Source: an optimization exercise on an open RTL-to-GDS flow (aim: small area, a short achievable clock period and few clock cycles per item). Production flows keep margins and buffers that such runs may drop.
The RTL was checked by simulation tests, not by an equivalence proof against the original design.
Power and IR drop assume default switching activity.

### flow/run.sh
#!/bin/bash
# synth_recipe.tcl (not shown) runs the flow's synth.tcl, then flattens the netlist and writes it again
# the make line also repeats each setting of config.mk as NAME=value (left out here)
make -C /OpenROAD-flow-scripts/flow DESIGN_CONFIG=/design/flow/config.mk WORK_HOME=/design/flow/orfs CLKGATE_MAP_FILE= SYNTH_SCRIPT=/design/flow/synth_recipe.tcl finish
### flow/config.mk
export PLATFORM = sky130hd
export DESIGN_NAME = disk_head_scheduler
export DESIGN_NICKNAME = disk_head_scheduler
export VERILOG_FILES = /design/flow/design.v
export SDC_FILE = /design/flow/constraint.sdc
export NUM_CORES = 4
export LEC_CHECK = 0
export CAP_MARGIN = 20
export CORE_MARGIN = 2
export CORE_UTILIZATION = 40
export SLEW_MARGIN = 20
### flow/constraint.sdc
create_clock -name core_clock -period 10.0 [get_ports {clk}]
set_input_delay 2.0000 -clock core_clock [delete_from_list [all_inputs] [get_ports {clk}]]
set_output_delay 2.0000 -clock core_clock [all_outputs]
set_load 0.01 [all_outputs]
### flow/design.v
`default_nettype none
package dhs_pkg;
    localparam int CYL_BITS    = 16;
    localparam int TOTAL_W     = 23;
    localparam int HEAD_W      = CYL_BITS + 1;
    localparam int SUM_W       = ((TOTAL_W > HEAD_W) ? TOTAL_W : HEAD_W) + 1;
    localparam int MAX_REQ_DEF = 64;
    localparam int MODE_W      = 2;
    localparam int CFG_IDX_W   = 2;
    localparam int CFG_DATA_W  = (HEAD_W > MODE_W) ? HEAD_W : MODE_W;
    localparam logic [TOTAL_W-1:0] TOTAL_MAX = {TOTAL_W{1'b1}};
    localparam logic [MODE_W-1:0] MODE_FCFS  = 2'd0;
    localparam logic [MODE_W-1:0] MODE_SCAN  = 2'd1;
    localparam logic [MODE_W-1:0] MODE_CSCAN = 2'd2;
    localparam logic [CFG_IDX_W-1:0] REG_MODE      = 2'd0;
    localparam logic [CFG_IDX_W-1:0] REG_NUM_CYL   = 2'd1;
    localparam logic [CFG_IDX_W-1:0] REG_INIT_HEAD = 2'd2;
    localparam logic [2:0] ST_IDLE  = 3'd0;
    localparam logic [2:0] ST_PASS  = 3'd1;
    localparam logic [2:0] ST_SWEEP = 3'd2;
    localparam logic [2:0] ST_JUMP  = 3'd3;
    localparam logic [2:0] ST_FLUSH = 3'd4;
    localparam logic [1:0] PH_ORDER      = 2'd0;
    localparam logic [1:0] PH_UPPER      = 2'd1;
    localparam logic [1:0] PH_LOWER_DOWN = 2'd2;
    localparam logic [1:0] PH_LOWER_UP   = 2'd3;
endpackage
`default_nettype wire
`default_nettype none
import dhs_pkg::*;
module disk_head_scheduler
#(
    parameter int MAX_REQUESTS = dhs_pkg::MAX_REQ_DEF
)
(
    input  wire logic                  clk,
    input  wire logic                  rst_n,
    input  wire logic                  start,
    output logic                       busy,
    input  wire logic [dhs_pkg::CYL_BITS-1:0]   req_cylinder,
    input  wire logic                  req_last,
    output logic [dhs_pkg::CYL_BITS-1:0]        res_cylinder,
    output logic [dhs_pkg::TOTAL_W-1:0]         res_total,
    output logic                       res_last,
    output logic                       result_strobe,
    input  wire logic                  cfg_we,
    input  wire logic [dhs_pkg::CFG_IDX_W-1:0]  cfg_index,
    input  wire logic [dhs_pkg::CFG_DATA_W-1:0] cfg_data
);
    localparam int AW = (MAX_REQUESTS > 1) ? $clog2(MAX_REQUESTS) : 1;
    localparam int CW = $clog2(MAX_REQUESTS + 1);
    localparam int KW = CYL_BITS + AW;
    logic [2:0]          state_reg, state_next;
    logic [1:0]          phase_reg, phase_next;
    logic [MODE_W-1:0]   mode_reg, mode_next;
    logic [HEAD_W-1:0]   ncyl_reg, ncyl_next;
    logic [CYL_BITS-1:0] ihead_reg, ihead_next;
    logic [CW-1:0]       count_reg, count_next;
    logic [CW-1:0]       rd_idx_reg, rd_idx_next;
    logic                cmp_valid_reg, cmp_valid_next;
    logic [AW-1:0]       cmp_idx_reg, cmp_idx_next;
    logic                first_reg, first_next;
    logic                found_reg, found_next;
    logic                pend_valid_reg, pend_valid_next;
    logic                strobe_reg, strobe_next;
    logic [KW-1:0]       best_key_reg, best_key_next;
    logic [CYL_BITS-1:0] best_val_reg, best_val_next;
    logic [KW-1:0]       prev_key_reg, prev_key_next;
    logic [HEAD_W-1:0]   head_reg, head_next;
    logic [TOTAL_W-1:0]  total_reg, total_next;
    logic [CYL_BITS-1:0] pend_cyl_reg, pend_cyl_next;
    logic [TOTAL_W-1:0]  pend_total_reg, pend_total_next;
    logic [CYL_BITS-1:0] res_cyl_reg, res_cyl_next;
    logic [TOTAL_W-1:0]  res_total_reg, res_total_next;
    logic                res_last_reg, res_last_next;
    logic [CYL_BITS-1:0] mem [0:MAX_REQUESTS-1];
    logic [CYL_BITS-1:0] rd_data_reg;
    logic                mem_we;
    logic [AW-1:0]       mem_waddr;
    logic [AW-1:0]       mem_raddr;
    logic [KW-1:0]       cand_key;
    logic                in_region;
    logic                after_prev;
    logic                better;
    logic                ascending;
    logic [HEAD_W-1:0]   best_ext;
    logic [HEAD_W-1:0]   top_cyl;
    logic [HEAD_W-1:0]   add_op;
    logic [TOTAL_W-1:0]  total_sum;
    logic                pass_done;
    assign busy          = (state_reg != ST_IDLE);
    assign res_cylinder  = res_cyl_reg;
    assign res_total     = res_total_reg;
    assign res_last      = res_last_reg;
    assign result_strobe = strobe_reg;
    assign mem_waddr = count_reg[AW-1:0];
    assign mem_raddr = rd_idx_reg[AW-1:0];
    assign best_ext  = HEAD_W'(best_val_reg);
    assign top_cyl   = (ncyl_reg == '0) ? '0 : ncyl_reg - HEAD_W'(1);
    assign total_sum = sat_add(total_reg, add_op);
    assign pass_done = (rd_idx_reg == count_reg) && !cmp_valid_reg;
    function automatic logic [TOTAL_W-1:0] sat_add(
        input logic [TOTAL_W-1:0] a,
        input logic [HEAD_W-1:0]  b
    );
        logic [SUM_W-1:0] s;
        s = SUM_W'(a) + SUM_W'(b);
        if (s > SUM_W'(TOTAL_MAX))
            sat_add = TOTAL_MAX;
        else
            sat_add = s[TOTAL_W-1:0];
    endfunction
    always_ff @(posedge clk)
    begin
        if (mem_we)
        begin
            mem[mem_waddr] <= req_cylinder;
        end
        rd_data_reg <= mem[mem_raddr];
    end
    always_comb
    begin
        ascending  = (phase_reg != PH_LOWER_DOWN);
        cand_key   = (phase_reg == PH_ORDER) ? {{CYL_BITS{1'b0}}, cmp_idx_reg}
                                             : {rd_data_reg, cmp_idx_reg};
        case (phase_reg)
            PH_UPPER: in_region = (rd_data_reg > ihead_reg);
            PH_ORDER: in_region = 1'b1;
            default:  in_region = (rd_data_reg <= ihead_reg);
        endcase
        if (first_reg)
            after_prev = 1'b1;
        else if (ascending)
            after_prev = (cand_key > prev_key_reg);
        else
            after_prev = (cand_key < prev_key_reg);
        if (!found_reg)
            better = 1'b1;
        else if (ascending)
            better = (cand_key < best_key_reg);
        else
            better = (cand_key > best_key_reg);
    end
    always_comb
    begin
        case (state_reg)
            ST_SWEEP: add_op = (top_cyl > head_reg) ? top_cyl - head_reg : '0;
            ST_JUMP:  add_op = head_reg;
            default:  add_op = (best_ext > head_reg) ? best_ext - head_reg
                                                     : head_reg - best_ext;
        endcase
    end
    always_comb
    begin
        state_next      = state_reg;
        phase_next      = phase_reg;
        mode_next       = mode_reg;
        ncyl_next       = ncyl_reg;
        ihead_next      = ihead_reg;
        count_next      = count_reg;
        rd_idx_next     = rd_idx_reg;
        cmp_valid_next  = 1'b0;
        cmp_idx_next    = cmp_idx_reg;
        first_next      = first_reg;
        found_next      = found_reg;
        pend_valid_next = pend_valid_reg;
        strobe_next     = 1'b0;
        best_key_next   = best_key_reg;
        best_val_next   = best_val_reg;
        prev_key_next   = prev_key_reg;
        head_next       = head_reg;
        total_next      = total_reg;
        pend_cyl_next   = pend_cyl_reg;
        pend_total_next = pend_total_reg;
        res_cyl_next    = res_cyl_reg;
        res_total_next  = res_total_reg;
        res_last_next   = res_last_reg;
        mem_we          = 1'b0;
        if (cfg_we)
        begin
            case (cfg_index)
                REG_MODE:      mode_next  = cfg_data[MODE_W-1:0];
                REG_NUM_CYL:   ncyl_next  = cfg_data[HEAD_W-1:0];
                REG_INIT_HEAD: ihead_next = cfg_data[CYL_BITS-1:0];
                default:       ;
            endcase
        end
        case (state_reg)
            ST_IDLE:
            begin
                if (start)
                begin
                    if (count_reg < CW'(MAX_REQUESTS))
                    begin
                        mem_we     = 1'b1;
                        count_next = count_reg + CW'(1);
                    end
                    if (req_last)
                    begin
                        state_next      = ST_PASS;
                        head_next       = HEAD_W'(ihead_reg);
                        total_next      = '0;
                        pend_valid_next = 1'b0;
                        first_next      = 1'b1;
                        found_next      = 1'b0;
                        rd_idx_next     = '0;
                        case (mode_reg)
                            MODE_SCAN, MODE_CSCAN: phase_next = PH_UPPER;
                            default:               phase_next = PH_ORDER;
                        endcase
                    end
                end
            end
            ST_PASS:
            begin
                if (rd_idx_reg < count_reg)
                begin
                    cmp_valid_next = 1'b1;
                    cmp_idx_next   = rd_idx_reg[AW-1:0];
                    rd_idx_next    = rd_idx_reg + CW'(1);
                end
                if (cmp_valid_reg && in_region && after_prev && better)
                begin
                    found_next    = 1'b1;
                    best_key_next = cand_key;
                    best_val_next = rd_data_reg;
                end
                if (pass_done)
                begin
                    if (found_reg)
                    begin
                        if (pend_valid_reg)
                        begin
                            strobe_next = 1'b1;
                            res_cyl_next   = pend_cyl_reg;
                            res_total_next = pend_total_reg;
                            res_last_next  = 1'b0;
                        end
                        total_next      = total_sum;
                        head_next       = best_ext;
                        pend_valid_next = 1'b1;
                        pend_cyl_next   = best_val_reg;
                        pend_total_next = total_sum;
                        prev_key_next   = best_key_reg;
                        first_next      = 1'b0;
                        found_next      = 1'b0;
                        rd_idx_next     = '0;
                    end
                    else if (phase_reg == PH_UPPER)
                    begin
                        state_next = ST_SWEEP;
                    end
                    else
                    begin
                        state_next = ST_FLUSH;
                    end
                end
            end
            ST_SWEEP:
            begin
                total_next  = total_sum;
                if (top_cyl > head_reg)
                begin
                    head_next = top_cyl;
                end
                first_next  = 1'b1;
                found_next  = 1'b0;
                rd_idx_next = '0;
                if (mode_reg == MODE_CSCAN)
                begin
                    state_next = ST_JUMP;
                end
                else
                begin
                    state_next = ST_PASS;
                    phase_next = PH_LOWER_DOWN;
                end
            end
            ST_JUMP:
            begin
                total_next = total_sum;
                head_next  = '0;
                state_next = ST_PASS;
                phase_next = PH_LOWER_UP;
            end
            ST_FLUSH:
            begin
                if (pend_valid_reg)
                begin
                    strobe_next = 1'b1;
                    res_cyl_next   = pend_cyl_reg;
                    res_total_next = total_reg;
                    res_last_next  = 1'b1;
                end
                pend_valid_next = 1'b0;
                count_next      = '0;
                state_next      = ST_IDLE;
            end
            default:
            begin
                state_next = ST_IDLE;
            end
        endcase
    end
    always_ff @(posedge clk or negedge rst_n)
    begin
        if (!rst_n)
        begin
            state_reg      <= ST_IDLE;
            phase_reg      <= PH_ORDER;
            mode_reg       <= MODE_FCFS;
            ncyl_reg       <= HEAD_W'(1) << CYL_BITS;
            ihead_reg      <= '0;
            count_reg      <= '0;
            rd_idx_reg     <= '0;
            cmp_valid_reg  <= 1'b0;
            first_reg      <= 1'b1;
            found_reg      <= 1'b0;
            pend_valid_reg <= 1'b0;
            strobe_reg     <= 1'b0;
        end
        else
        begin
            state_reg      <= state_next;
            phase_reg      <= phase_next;
            mode_reg       <= mode_next;
            ncyl_reg       <= ncyl_next;
            ihead_reg      <= ihead_next;
            count_reg      <= count_next;
            rd_idx_reg     <= rd_idx_next;
            cmp_valid_reg  <= cmp_valid_next;
            first_reg      <= first_next;
            found_reg      <= found_next;
            pend_valid_reg <= pend_valid_next;
            strobe_reg     <= strobe_next;
        end
    end
    always_ff @(posedge clk)
    begin
        cmp_idx_reg    <= cmp_idx_next;
        best_key_reg   <= best_key_next;
        best_val_reg   <= best_val_next;
        prev_key_reg   <= prev_key_next;
        head_reg       <= head_next;
        total_reg      <= total_next;
        pend_cyl_reg   <= pend_cyl_next;
        pend_total_reg <= pend_total_next;
        res_cyl_reg    <= res_cyl_next;
        res_total_reg  <= res_total_next;
        res_last_reg   <= res_last_next;
    end
endmodule
`default_nettype wire
==> run notes <==
largest net degree at the start of global routing: 152
share of cells above drive strength 1: 24.11%
IO Port Bufs: 81
Largest register FFs: 1,024
top_reg_cell synth: edfxtp_1
clock tree from TritonCTS: done
Mapped Nets: 3,164
CP max FO: 21
Cell Pwr Density: 305.9 nW/um^2
Fin Hold WS: 0.4166 ns
first-pass GRT wire length: 196.9 mm
Hold Fails Final Rpt: 0
Worst EP arrival: 8.19 ns
sequential share of the synthesized area: 69.60%
Static Leak: 20.76 nW
CP Capture Type: register
Post-synth ARST share: 4.595%
Core ar.: 135,600 um^2
Area contributors post-synth: edfxtp_1 66%, mux4_2 14%, ha_1 3.1%
DRC Markers: 0
CP Data Required Time: 10.48 ns
maximum vdd drop: 0.2956 mV
TNS Setup: 0 ns
syn_area_per_cell: 18.35 um^2
die span in x: 374.0 um
yosys warns: 1
CTS hold repair buffers: 0
worst hold path type: reg -> reg
most frequent cells in the layout: 1,209 x edfxtp_1, 336 x mux4_2, 137 x ha_1, 136 x clkbuf_16, 133 x inv_1
die height: 374.0 um
Final Max Slew Viols: 0
Area Growth Syn to Fin: 13.94%
number of synthesized register bits: 1,284
clock-pin slew on the worst setup and hold paths: 0.06 ns
average wire per standard cell: 26.37 um
CTS sink cnt: 1,284
max-capacitance violation count: 0
GRT Residual Overflow: 0
Setup Fix Bufs, Post-CTS: 0
setup violators final: 0
fin cells: 5,050
EDFF count, synth: 1,209
insertion delay to the later sink of the worst-skew pair: 0.76 ns
Vias: 28,150
initial core utilization: 40.36%
Largest Register: mem
fin crit period: 7.703 ns
Pwr Total: 19.08 mW
status: no timing/DRC/antenna violations
final antenna-violating net count: 0
Slew @ Worst Pin: 1.075 ns
Final HPWL DP: 81.82 mm
Unique masters post-synth: 84
Clock Root Buffer: clkbuf_16
CTS Buf Count: 135
vias per std cell: 5.574
Fillers: 11,560
routed wire length: 133.2 mm
CTS Buffer Depth: 3
area of the multi-input gates: 15,690 um^2
most common cell after layout, fill and taps aside: edfxtp_1
relative slew slack: 27.93%
vias in the first global route: 28,590
initial DRC count: 2,726
Pre-Repair DR Iteration Count: 5
placed cells: 4,805
I/O Pins: 82
Crit Path Category: reg -> reg
Startpoint Class: register
fin crit share: 77.03%
antenna violations before repair: 5
cell taking the most area after synthesis: edfxtp_1
unrepaired setup endpoints after global routing: false
Final Skew: 0.04363 ns
post-CTS sizing: 0
top cell type's share of synthesized area: 66.31%
nets@finish: 3,342
Post-Syn Instances: 2,983
gp weighted congestion: 0.8754
Site Rows: 135
Highest Clock Rate: 129.8 MHz
die area: 139,800 um^2
# H-tree levels: 4
gr usage total: 19.20%
Synth Cell Area: 54,750 um^2
Register Area: 38,120 um^2
final core occ: 45.99%
## final timing paths
kind / from / end / slack [ns] / cells after the start
worst max register to register: ncyl_reg[0] / total_reg[5] / 2.30 / 26
worst min-delay path: pend_cyl_reg[0] / res_cyl_reg[0] / 0.42 / 0
max in group asynchronous: rst_n / rd_idx_reg[0] / 7.90 / 2
worst max-delay path: ncyl_reg[0] / total_reg[5] / 2.30 / 26
min in group asynchronous: rst_n / ihead_reg[5] / 1.42 / 2
worst min register to register: pend_cyl_reg[0] / res_cyl_reg[0] / 0.42 / 0
## where the power goes
part           switching (mW)  total, mW  internal, mW
logic                    4.03       7.22          3.19
registers               0.414       6.94          6.53
clock network            2.13       4.92          2.79
total                    6.58       19.1          12.5
## metal layers
metal / share of wire, % / up-vias / global-route usage (%)
met5: 0.0053 / - / 0
met4: 2.5 / 2 / 5.462
met3: 5.5 / 190 / 3.167
met2: 49 / 781 / 31.31
met1: 43 / 14750 / 26.67
li1: - / 12420 / -
## metrics by stage
step	instance area, um^2	setup WS [ns]
2_1_floorplan	54750	3.721
3_3_place_gp	57970	2.504
3_5_place_dp	57980	2.426
4_1_cts	62340	2.373
5_1_grt	62370	1.727
6_report	62380	2.297
## kinds of logic (layout without fill, tap and decap cells)
family / count (synthesis) / after routing / synth area share (%)
muxes: 412 / 412 / 15.34
DFF: 1284 / 1284 / 69.60
and+or+nand+nor: 467 / 467 / 4.299
other: 0 / 1 / 0
adders and majority gates: 141 / 141 / 3.277
AOI/OAI and AO/OA: 363 / 363 / 4.692
xor gates and xnor gates: 48 / 48 / 0.7679
buffers and inverters: 268 / 553 / 2.018
## synth_stat cells (all sizes together) (9+ instances only)
| library cell | instances |
|---|---|
| o221a | 13 |
| mux4 | 336 |
| mux2 | 58 |
| nand3 | 33 |
| buf | 65 |
| nor2b | 38 |
| dfxtp | 16 |
| or3 | 12 |
| clkbuf | 68 |
| o21ai | 48 |
| ha | 137 |
| a221oi | 15 |
| nand2b | 20 |
| a2111oi | 11 |
| xor2 | 16 |
| dfrtp | 57 |
| nand4 | 25 |
| a21boi | 12 |
| nor3 | 28 |
| a21oi | 101 |
| xnor2 | 32 |
| edfxtp | 1209 |
| a31oi | 12 |
| o211ai | 11 |
| nand2 | 70 |
| and2 | 14 |
| or2 | 13 |
| nor4 | 9 |
| a21o | 44 |
| mux2i | 18 |
| inv | 135 |
| a211oi | 19 |
| o21a | 22 |
| nor2 | 164 |
## cell type report
cell class / count / area share (%)
tap: 1781 / 3.573
clock inverter: 77 / 1.318
sequential: 1284 / 61.11
timing repair buffer: 174 / 2.355
antenna: 1 / 0.004012
inverter: 135 / 0.8124
multi-input combinational: 1431 / 25.15
clock buffer: 167 / 5.675
## critical path: stages, from the launching register on
cell and delay, ns:
dfrtp_1 0.42, inv_1 0.09, ha_1 0.18, nor3b_1 0.43, nand3_1 0.23, or3_1 0.48
nor2_1 0.12, buf_4 0.23, nor2_1 0.07, ha_1 0.34, a21oi_1 0.33, o21ai_0 0.15
o21a_1 0.17, a21oi_1 0.35, o21a_1 0.34, nor4b_1 0.10, a2111oi_0 0.88, a211oi_1 0.13
ha_1 0.40, a21o_1 0.20, a21oi_1 0.20, nand3b_1 0.10, nor3_1 0.31, o32ai_2 0.21
nand2b_1 0.57, nand2_1 0.17, and2_1 0.20
Testbench counts, summed over its fixed seeds: cycles 333,501, items 6,713.

## afterwards: timing with drivers on the ports
How much do the figures lean on ideal ports? The routed layout below was timed once more, with nothing changed but the port constraints. Step 1, drivers: a clkbuf_16 drives clk and a buf_2 each remaining input, both assumed. Step 2 also shifts input and output timing later by t, the mid clock arrival at the registers, as if the neighbouring blocks saw the same clock. Slacks: ideal ports / drivers / drivers and shift; pairs: ideal ports / drivers.
shift t [ns]: 0.819
setup WS [ns]: 2.297 / 2.297 / 2.297
clock arrival spread, ns: 0.053 / 0.054
worst register clock-pin slew, ns: 0.07 / 0.07
After both steps this run still meets setup and hold. For this run, drivers alone change the setup slack by 0.000 ns; drivers and shift together by 0.000 ns.
